What follows belongs to an exercise in optimizing a design on an open flow for a short achievable clock period and few clock cycles; a production flow would make more cautious choices. Function was checked by simulation only, so behaviour that the tests miss may differ from the original. Power and IR drop assume default switching activity.

== north ==
// y86Core
module y86Core (
    input  logic                     clk_50MHz,
    input  logic                     reset_regs,
    output logic [y86Pkg::WordW-1:0] memAddr_o,
    output logic                     memRead_o,
    output logic                     memWrite_o,
    output logic [7:0]               memWdata_o,
    input  logic [7:0]               memRdata_i,
    input  logic                     memReady_i,
    output y86Pkg::cpuStatusT        status_o,
    output logic                     halted_o
);
    localparam int NE = 32;
    localparam int LW = 5;
    localparam int ND = 8;
    localparam int LD = 3;
    localparam int AltBudget = 16;
    logic                 halted;
    logic [1:0]           status;
    logic [7:0][31:0]     regs;
    logic                 zf, sf, of;
    logic [NE-1:0]        cV;
    logic [NE-1:0][31:0]  cTag;
    logic [NE-1:0][7:0]   cB0;
    logic [NE-1:0][7:0]   cB1;
    logic [NE-1:0][31:0]  cValC;
    logic [NE-1:0][31:0]  cPn;
    logic [NE-1:0]        cPt;
    logic [NE-1:0]        cLb;
    logic [NE-1:0]        wpHot;
    logic [31:0]          pcF;
    logic                 irV;
    logic [31:0]          irPc;
    logic [28:0]          irBlkM1, irBlkP1;
    logic [31:0]          irValC;
    logic [31:0]          irFall;
    logic [3:0]           irIc, irFn, irRa, irRb;
    logic [7:0]           irSelA, irSelB;
    logic [31:0]          opA, opB, sumQ;
    logic                 fwdA, fwdB;
    logic                 irSub, irWSum, irWAnd, irWXor, irWValA, irWValC, irIsOp;
    logic                 irPt;
    logic [31:0]          fa;
  ...
For scale: roughly 31,000 cells after synthesis, ~6,500 flip-flops, ~56 I/O pins, about 350,000 um2 of cells after synthesis.
clock: 9.0 ns
lec_check: 0
abc_clock_period_in_ps: 3500
cap_margin: 20
cell_pad_in_sites_detail_placement: 1
cell_pad_in_sites_global_placement: 2
core_margin: 2
core_utilization: 35
min_routing_layer: met2
setup_slack_margin: 5
slew_margin: 20
tns_end_percent: 5
run.sh (not shown) runs the stock make flow with config.mk's settings and CLKGATE_MAP_FILE= SYNTH_SCRIPT=/design/flow/synth_recipe.tcl, a recipe that flattens the netlist after the stock synthesis.
north did not make it past 5_1_grt, where a tool error ended it.
Testbench counts of north, summed over its fixed seeds: cycles 19,900.
Inputs modified between north and south:
--- a/flow/design.v
+++ b/flow/design.v
@@ -65,21 +65,21 @@
     output logic                     memRead_o,
     output logic                     memWrite_o,
     output logic [7:0]               memWdata_o,
     input  logic [7:0]               memRdata_i,
     input  logic                     memReady_i,
     output y86Pkg::cpuStatusT        status_o,
     output logic                     halted_o
 );
-    localparam int NE = 32;
+    localparam int NE = 16;
     localparam int LW = 5;
     localparam int ND = 8;
     localparam int LD = 3;
-    localparam int AltBudget = 16;
+    localparam int AltBudget = 2;
     logic                 halted;
     logic [1:0]           status;
     logic [7:0][31:0]     regs;
     logic                 zf, sf, of;
     logic [NE-1:0]        cV;
     logic [NE-1:0][31:0]  cTag;
     logic [NE-1:0][7:0]   cB0;
     logic [NE-1:0][7:0]   cB1;
Looking at placement row count across south and north, the one that comes out lower is south.
Chip width sits lower in south than in north.
Between south and north, the vertical die dimension is lower for south.
Relative to north, the fraction of the mapped netlist area in adder cells of south is higher by 0.41 points.
south vs north, mean instance size in the synthesized netlist went down by 0.16 um2.
From north to south the numbers moved as follows: mux cell area share after synthesis went up; buffer levels on the longest clock path went down; TritonCTS sink count went down.
Compared with north, in south fraction of registers with async set/reset went up, complex-gate fraction of the synthesized area closely matched the old numbers.
north: aborted in 5_1_grt (tool error)
Flow for south halted at 5_1_grt, error code GRT-0116.
Testbench counts of south, summed over its fixed seeds: cycles 21,872.

y86Core, a different RTL version from the one above (not shown whole).
For scale: ~24000 cells after synthesis, about 5100 flip-flops, about 56 I/O pins, roughly 270000 µm² of cells after synthesis.
export LEC_CHECK = 0
export ABC_CLOCK_PERIOD_IN_PS = 3500
export CAP_MARGIN = 20
export CELL_PAD_IN_SITES_DETAIL_PLACEMENT = 1
export CELL_PAD_IN_SITES_GLOBAL_PLACEMENT = 2
export CORE_MARGIN = 2
export CORE_UTILIZATION = 40
export SETUP_SLACK_MARGIN = 5
export SLEW_MARGIN = 20
export TNS_END_PERCENT = 25
create_clock -name core_clock -period 9.0 [get_ports {clk_50MHz}]
standard.sh (not shown) runs the stock make flow with config.mk's settings and CLKGATE_MAP_FILE= SYNTH_SCRIPT=/design/flow/synth_recipe.tcl, a recipe that flattens the netlist after the stock synthesis.
==> flow/flow/run.sh <==
#!/bin/bash
# The standard layout, with two changes:
#  - global routing is steered off met1 and met2, where the cells' pins leave little
#    room, and onto met3 and met4, so that detailed routing of this wire-heavy design
#    starts with far fewer shorts;
#  - the port buffers are buf_4 rather than the delay buffer buffer_ports picks.
# Each step's log is kept by ORFS under orfs/logs; make's own output goes to
# standard.log.
set -euo pipefail
export FASTROUTE_TCL="$(pwd)/flow/fastroute.tcl"
export BUFFER_PORTS_ARGS="-buffer_cell sky130_fd_sc_hd__buf_4"
bash standard.sh > standard.log 2>&1
==> flow/flow/fastroute.tcl <==
# Per-layer share of the routing tracks that global routing may not use
set_global_routing_layer_adjustment met1 0.55
set_global_routing_layer_adjustment met2 0.40
set_global_routing_layer_adjustment met3 0.20
set_global_routing_layer_adjustment met4 0.20
set_global_routing_layer_adjustment met5 0.20

set_routing_layers -clock met3-met5
set_routing_layers -signal met1-met5
The first run finished but fails on capacitance limit, slew limit.
Testbench counts at the start, summed over its fixed seeds: cycles 20,465.
Edit:
--- a/flow/design.v
+++ b/flow/design.v
@@ -62,27 +62,27 @@
     input  logic                     clk_50MHz,
     input  logic                     reset_regs,
     output logic [y86Pkg::WordW-1:0] memAddr_o,
     output logic                     memRead_o,
     output logic                     memWrite_o,
     output logic [7:0]               memWdata_o,
     input  logic [7:0]               memRdata_i,
     input  logic                     memReady_i,
     output y86Pkg::cpuStatusT        status_o,
     output logic                     halted_o
 );
-    localparam int NE = 24;
+    localparam int NE = 16;
     localparam int LW = 5;
     localparam int ND = 8;
     localparam int LD = 3;
-    localparam int AltBudget = 8;
+    localparam int AltBudget = 2;
     logic                 halted;
     logic [1:0]           status;
     logic [7:0][31:0]     regs;
     logic                 zf, sf, of;
     logic [NE-1:0]        cV;
     logic [NE-1:0][31:0]  cTag;
     logic [NE-1:0][7:0]   cB0;
     logic [NE-1:0][7:0]   cB1;
     logic [NE-1:0][31:0]  cValC;
     logic [NE-1:0][31:0]  cPn;
     logic [NE-1:0]        cPt;
After rerunning: With this change the flow completed without violations. Cell count decreases by 22%. Global-route usage decreases by 4.4 points. Power decreases by 27%. Fmax increases by 5.0%. Routed wire length decreases by 29%. Critical path depth increases by 3. Synthesized area decreases by 23%. Clock-buffer cell count decreases by 256. Core utilization increases by 0.55 points.
Testbench counts after the change, summed over its fixed seeds: cycles 21,872.

-- static timing again, ports no longer ideal --
Ports are ideal in the flow. The routed layouts listed here were re-timed in OpenROAD.
Step 1 (the two cells are an assumption about what drives the block):
set clk [get_ports {clk_50MHz}]
set_driving_cell -lib_cell sky130_fd_sc_hd__clkbuf_16 $clk
set_driving_cell -lib_cell sky130_fd_sc_hd__buf_2 [delete_from_list [all_inputs] $clk]
Step 2 times the ports against the registers' clock, not the clock port: input delays grow and output delays shrink by t, the midpoint of the rising clock arrivals with the driver on.
Slacks: ideal / step 1 / step 2; pairs: ideal / step 1.
run	t (ns)	setup slack, ns	clock arrival spread, ns	slew at the worst register clock pin (ns)	worst slew at a driven data input, ns
the first run of note 2	1.370	4.453 / 4.453 / 4.047	0.151 / 0.151	0.07 / 0.07	0.12
the second run of note 2	1.274	4.671 / 4.671 / 3.839	0.144 / 0.144	0.07 / 0.07	0.04
For the second run of note 2, which loses most, drivers alone change the setup slack by 0.000 ns; drivers and shift together by -0.832 ns.
